This design comes from an exercise in tuning for small area on the open sky130 flow, not from production work. Function was checked by simulation only, so behaviour that the tests miss may differ from the original. No activity file was given, so power comes from the tool's default toggle rates.

==> flow/design.v <==
module apb_slave_regfile
#(
  parameter int          DEPTH    = 24,
  parameter logic [31:0] ID_VALUE = 32'hA9B0_0001
) (
  input  logic        clk,
  input  logic        rst,
  input  logic        clr,
  input  logic        set,
  input  logic        rd,
  input  logic [4:0]  addr,
  input  logic [31:0] wdata,
  output logic [31:0] rdata
);
  logic [31:0]      mem_q [1:DEPTH-1];
  logic [DEPTH-1:1] valid_q;
  logic [DEPTH-1:0] rsel_q;
  for (genvar i = 1; i < DEPTH; i++) begin : g_word
    logic hit;
    assign hit = (addr == 5'(i));
    always_ff @(posedge clk) begin
      mem_q[i] <= (mem_q[i] & {32{!(clr && hit)}}) | (wdata & {32{set && hit}});
    end
    always_ff @(posedge clk or posedge rst) begin
      if (rst)              valid_q[i] <= 1'b0;
      else if (clr && hit)  valid_q[i] <= 1'b1;
    end
    always_ff @(posedge clk) begin
      rsel_q[i] <= rd && hit && valid_q[i];
    end
  end
  always_ff @(posedge clk) begin
    rsel_q[0] <= rd && addr == 5'd0;
  end
  always_comb begin
    rdata = rsel_q[0] ? ID_VALUE : 32'd0;
    for (int i = 1; i < DEPTH; i++) begin
      if (rsel_q[i]) rdata = rdata | mem_q[i];
    end
  end
endmodule
module apb_slave
#(
  parameter int          DEPTH       = 24,
  parameter int          WAIT_CYCLES = 2,
  parameter logic [31:0] ID_VALUE    = 32'hA9B0_0001
) (
  input  logic        PCLK,
  input  logic        PRESET,
  input  logic        PSELx,
  input  logic        PENABLE,
  input  logic        PWRITE,
  input  logic [4:0]  PADDR,
  input  logic [31:0] PWDATA,
  output logic        PREADY,
  output logic [31:0] PRDATA,
  output logic        PSLVERR
);
  if (DEPTH < 2 || DEPTH > 32 || WAIT_CYCLES != 2) begin : g_bad_param
    $error("apb_slave: built for DEPTH 2..32 and WAIT_CYCLES = 2");
  end
  localparam logic [1:0] P_IDLE = 2'd0;
  localparam logic [1:0] P_W2   = 2'd1;
  localparam logic [1:0] P_W1   = 2'd2;
  localparam logic [1:0] P_W0   = 2'd3;
  logic [1:0]  phase_q, phase_d;
  logic [4:0]  addr_q;
  logic        write_q;
  logic [31:0] wdata_q;
  logic        setup, ready, err, we, wpend_q;
  logic [31:0] rf_rdata;
  assign setup = PSELx && !PENABLE;
  assign ready = (phase_q == P_W0) && PSELx && PENABLE;
  always_comb begin
    if (setup)                 phase_d = P_W2;
    else if (!PSELx || !PENABLE) phase_d = P_IDLE;
    else begin
      case (phase_q)
        P_W2:    phase_d = P_W1;
        P_W1:    phase_d = P_W0;
        default: phase_d = P_IDLE;
      endcase
    end
  end
  always_ff @(posedge PCLK or posedge PRESET) begin
    if (PRESET) phase_q <= P_IDLE;
    else        phase_q <= phase_d;
  end
  always_ff @(posedge PCLK) begin
    if (setup) begin
      addr_q  <= PADDR;
      write_q <= PWRITE;
      wdata_q <= PWDATA;
    end
  end
  assign err = (int'(addr_q) >= DEPTH) || (write_q && addr_q == 5'd0);
  assign we  = ready && write_q && !err;
  always_ff @(posedge PCLK or posedge PRESET) begin
    if (PRESET) wpend_q <= 1'b0;
    else        wpend_q <= we;
  end
  apb_slave_regfile #(.DEPTH(DEPTH), .ID_VALUE(ID_VALUE)) u_regfile (
    .clk   (PCLK),
    .rst   (PRESET),
    .clr   (we),
    .set   (wpend_q),
    .rd    (!write_q),
    .addr  (addr_q),
    .wdata (wdata_q),
    .rdata (rf_rdata)
  );
  assign PREADY  = ready;
  assign PSLVERR = err;
  assign PRDATA  = rf_rdata;
endmodule
Settings: LEC_CHECK=0, CAP_MARGIN=20, CORE_MARGIN=2, CORE_UTILIZATION=65, SLEW_MARGIN=20; clock period 7.0 ns.
run.sh (not shown) runs the stock make flow with config.mk's settings and CLKGATE_MAP_FILE= SYNTH_SCRIPT=/design/flow/synth_recipe.tcl, a recipe that flattens the netlist after the stock synthesis.
Next try:
CORE_UTILIZATION = 40   (was 65)
=>
- clock power goes up by 12%
- setup slack is worse by 0.054 ns
- routed wire length goes up by 8.3%
- sequential share of layout area goes down by 1.4 points
- design area goes up by 2.7%
- core utilization goes down by 28 points
- global-route usage goes down by 16 points
- count of clock-buffer cells in the layout goes up by 10
- synthesized area stays the same
- die area goes up by 61%

---

Another version of the RTL of apb_slave (not shown whole).
Size: about 800 flip-flops, about 76 I/O pins, ~28000 µm² of cells after synthesis.
==> flow/config.mk <==
export PLATFORM = sky130hd
export DESIGN_NAME = apb_slave
export DESIGN_NICKNAME = apb_slave
export VERILOG_FILES = /design/flow/design.v
export SDC_FILE = /design/flow/constraint.sdc
export NUM_CORES = 4
export LEC_CHECK = 0
export CAP_MARGIN = 20
export CORE_MARGIN = 2
export CORE_UTILIZATION = 75
export CTS_BUF_LIST = sky130_fd_sc_hd__clkbuf_8
export CTS_CLUSTER_DIAMETER = 60
export CTS_CLUSTER_SIZE = 15
export SLEW_MARGIN = 20
export SYNTH_HIERARCHICAL = 1
==> flow/constraint.sdc <==
create_clock -name core_clock -period 7.0 [get_ports {PCLK}]
set_input_delay 1.4000 -clock core_clock [delete_from_list [all_inputs] [get_ports {PCLK}]]
set_output_delay 1.4000 -clock core_clock [all_outputs]
set_load 0.01 [all_outputs]
standard.sh (not shown) runs the stock make flow with config.mk's settings and CLKGATE_MAP_FILE= SYNTH_SCRIPT=/design/flow/synth_recipe.tcl, a recipe that flattens the netlist after the stock synthesis.
==> flow/flow/run.sh <==
#!/bin/bash
# Layout flow: the standard ORFS flow (standard.sh, which runs the
# standard synthesis unchanged), with these settings changed:
#  - the port buffers are buf_1 cells instead of the larger cell the resizer
#    picks on its own (every port still gets its buffer);
#  - clock tree synthesis uses clkbuf_8 cells in clusters of at most 15
#    flip-flops and inserts no dummy loads;
#  - global routing's repair downsizes cells on paths with positive slack
#    (RECOVER_POWER).
# The make output goes to flow_make.log here; ORFS keeps each step's log
# under orfs/logs/.
set -euo pipefail
export BUFFER_PORTS_ARGS="-buffer_cell sky130_fd_sc_hd__buf_1"
export RECOVER_POWER=100
export CTS_ARGS="-sink_clustering_enable -repair_clock_nets -buf_list sky130_fd_sc_hd__clkbuf_8 -sink_clustering_size 15 -sink_clustering_max_diameter 60 -dont_use_dummy_load"
bash standard.sh > flow_make.log 2>&1
The baseline completed, yet does not pass: max-capacitance violations, max-slew violations.
Change:
==> flow/run.sh (new file) <==
#!/bin/bash
# synth_recipe.tcl (not shown) runs the flow's synth.tcl, then flattens the netlist and writes it again
# the make line also repeats each setting of config.mk as NAME=value (left out here)
make -C /OpenROAD-flow-scripts/flow DESIGN_CONFIG=/design/flow/config.mk WORK_HOME=/design/flow/orfs CLKGATE_MAP_FILE= SYNTH_SCRIPT=/design/flow/synth_recipe.tcl finish
removed: flow/flow/run.sh
removed: flow/standard.sh
=>
- The changed run finished clean
- register-to-register slack gets better by 1.0 ns
- total power rose by 2.3%
- core utilization goes up by 1.9 points
- final area rose by 2.3%
Change:
==> flow/flow/run.sh (new file) <==
#!/bin/bash
# Layout flow: the standard ORFS flow (standard.sh, which runs the
# standard synthesis unchanged), with two settings changed:
#  - the port buffers are buf_1 cells instead of the larger cell the resizer
#    picks on its own (every port still gets its buffer);
#  - clock tree synthesis uses clkbuf_8 cells in clusters of at most 15
#    flip-flops and inserts no dummy loads.
# The make output goes to flow_make.log here; ORFS keeps each step's log
# under orfs/logs/.
set -euo pipefail
export BUFFER_PORTS_ARGS="-buffer_cell sky130_fd_sc_hd__buf_1"
export CTS_ARGS="-sink_clustering_enable -repair_clock_nets -buf_list sky130_fd_sc_hd__clkbuf_8 -sink_clustering_size 15 -sink_clustering_max_diameter 60 -dont_use_dummy_load"
bash standard.sh > flow_make.log 2>&1
==> flow/standard.sh (new file) <==
#!/bin/bash
# synth_recipe.tcl (not shown) runs the flow's synth.tcl, then flattens the netlist and writes it again
# the make line also repeats each setting of config.mk as NAME=value (left out here)
make -C /OpenROAD-flow-scripts/flow DESIGN_CONFIG=/design/flow/config.mk WORK_HOME=/design/flow/orfs CLKGATE_MAP_FILE= SYNTH_SCRIPT=/design/flow/synth_recipe.tcl "${@:-finish}"
removed: flow/run.sh
Effect: Setup slack improved by 0.58 ns; sequential share of layout area grows by 1.0 points; total power shrinks by about 2.2%; worst hold slack improved by 0.0040 ns; critical path depth does not change; cell area shrinks by 1.8%; global-route usage shrinks by 1.3 points.

-- separate check: timing with driven ports --
The flow's constraints put no driver on any port. The routed layouts listed below were extracted and timed again, unchanged, in two steps. Step 1 (the two cells are an assumption about what drives the block):
set clk [get_ports {PCLK}]
set_driving_cell -lib_cell sky130_fd_sc_hd__clkbuf_16 $clk
set_driving_cell -lib_cell sky130_fd_sc_hd__buf_2 [delete_from_list [all_inputs] $clk]
Step 2 adds t to the input delays and takes it off the output delays; t is the mean of the earliest and latest rising clock arrival at the registers after step 1. Input paths then give back, and output paths get back, about the clock's delay inside the block. a / b / c = no drivers / after step 1 / after step 2; a / b = the first two.
run	t, ns	setup slack, ns	hold slack, ns
the first run of note 1	0.690	2.303 / 2.244 / 2.642	0.456 / 0.456 / 0.456
the second run of note 1	0.697	2.249 / 2.190 / 2.665	0.454 / 0.454 / 0.454
the first run of note 2	0.746	0.831 / 0.776 / 1.522	0.469 / 0.469 / 0.469
the second run of note 2	0.769	1.065 / 1.011 / 1.780	0.465 / 0.465 / 0.465
the third run of note 2	0.747	1.641 / 1.585 / 2.332	0.469 / 0.469 / 0.469
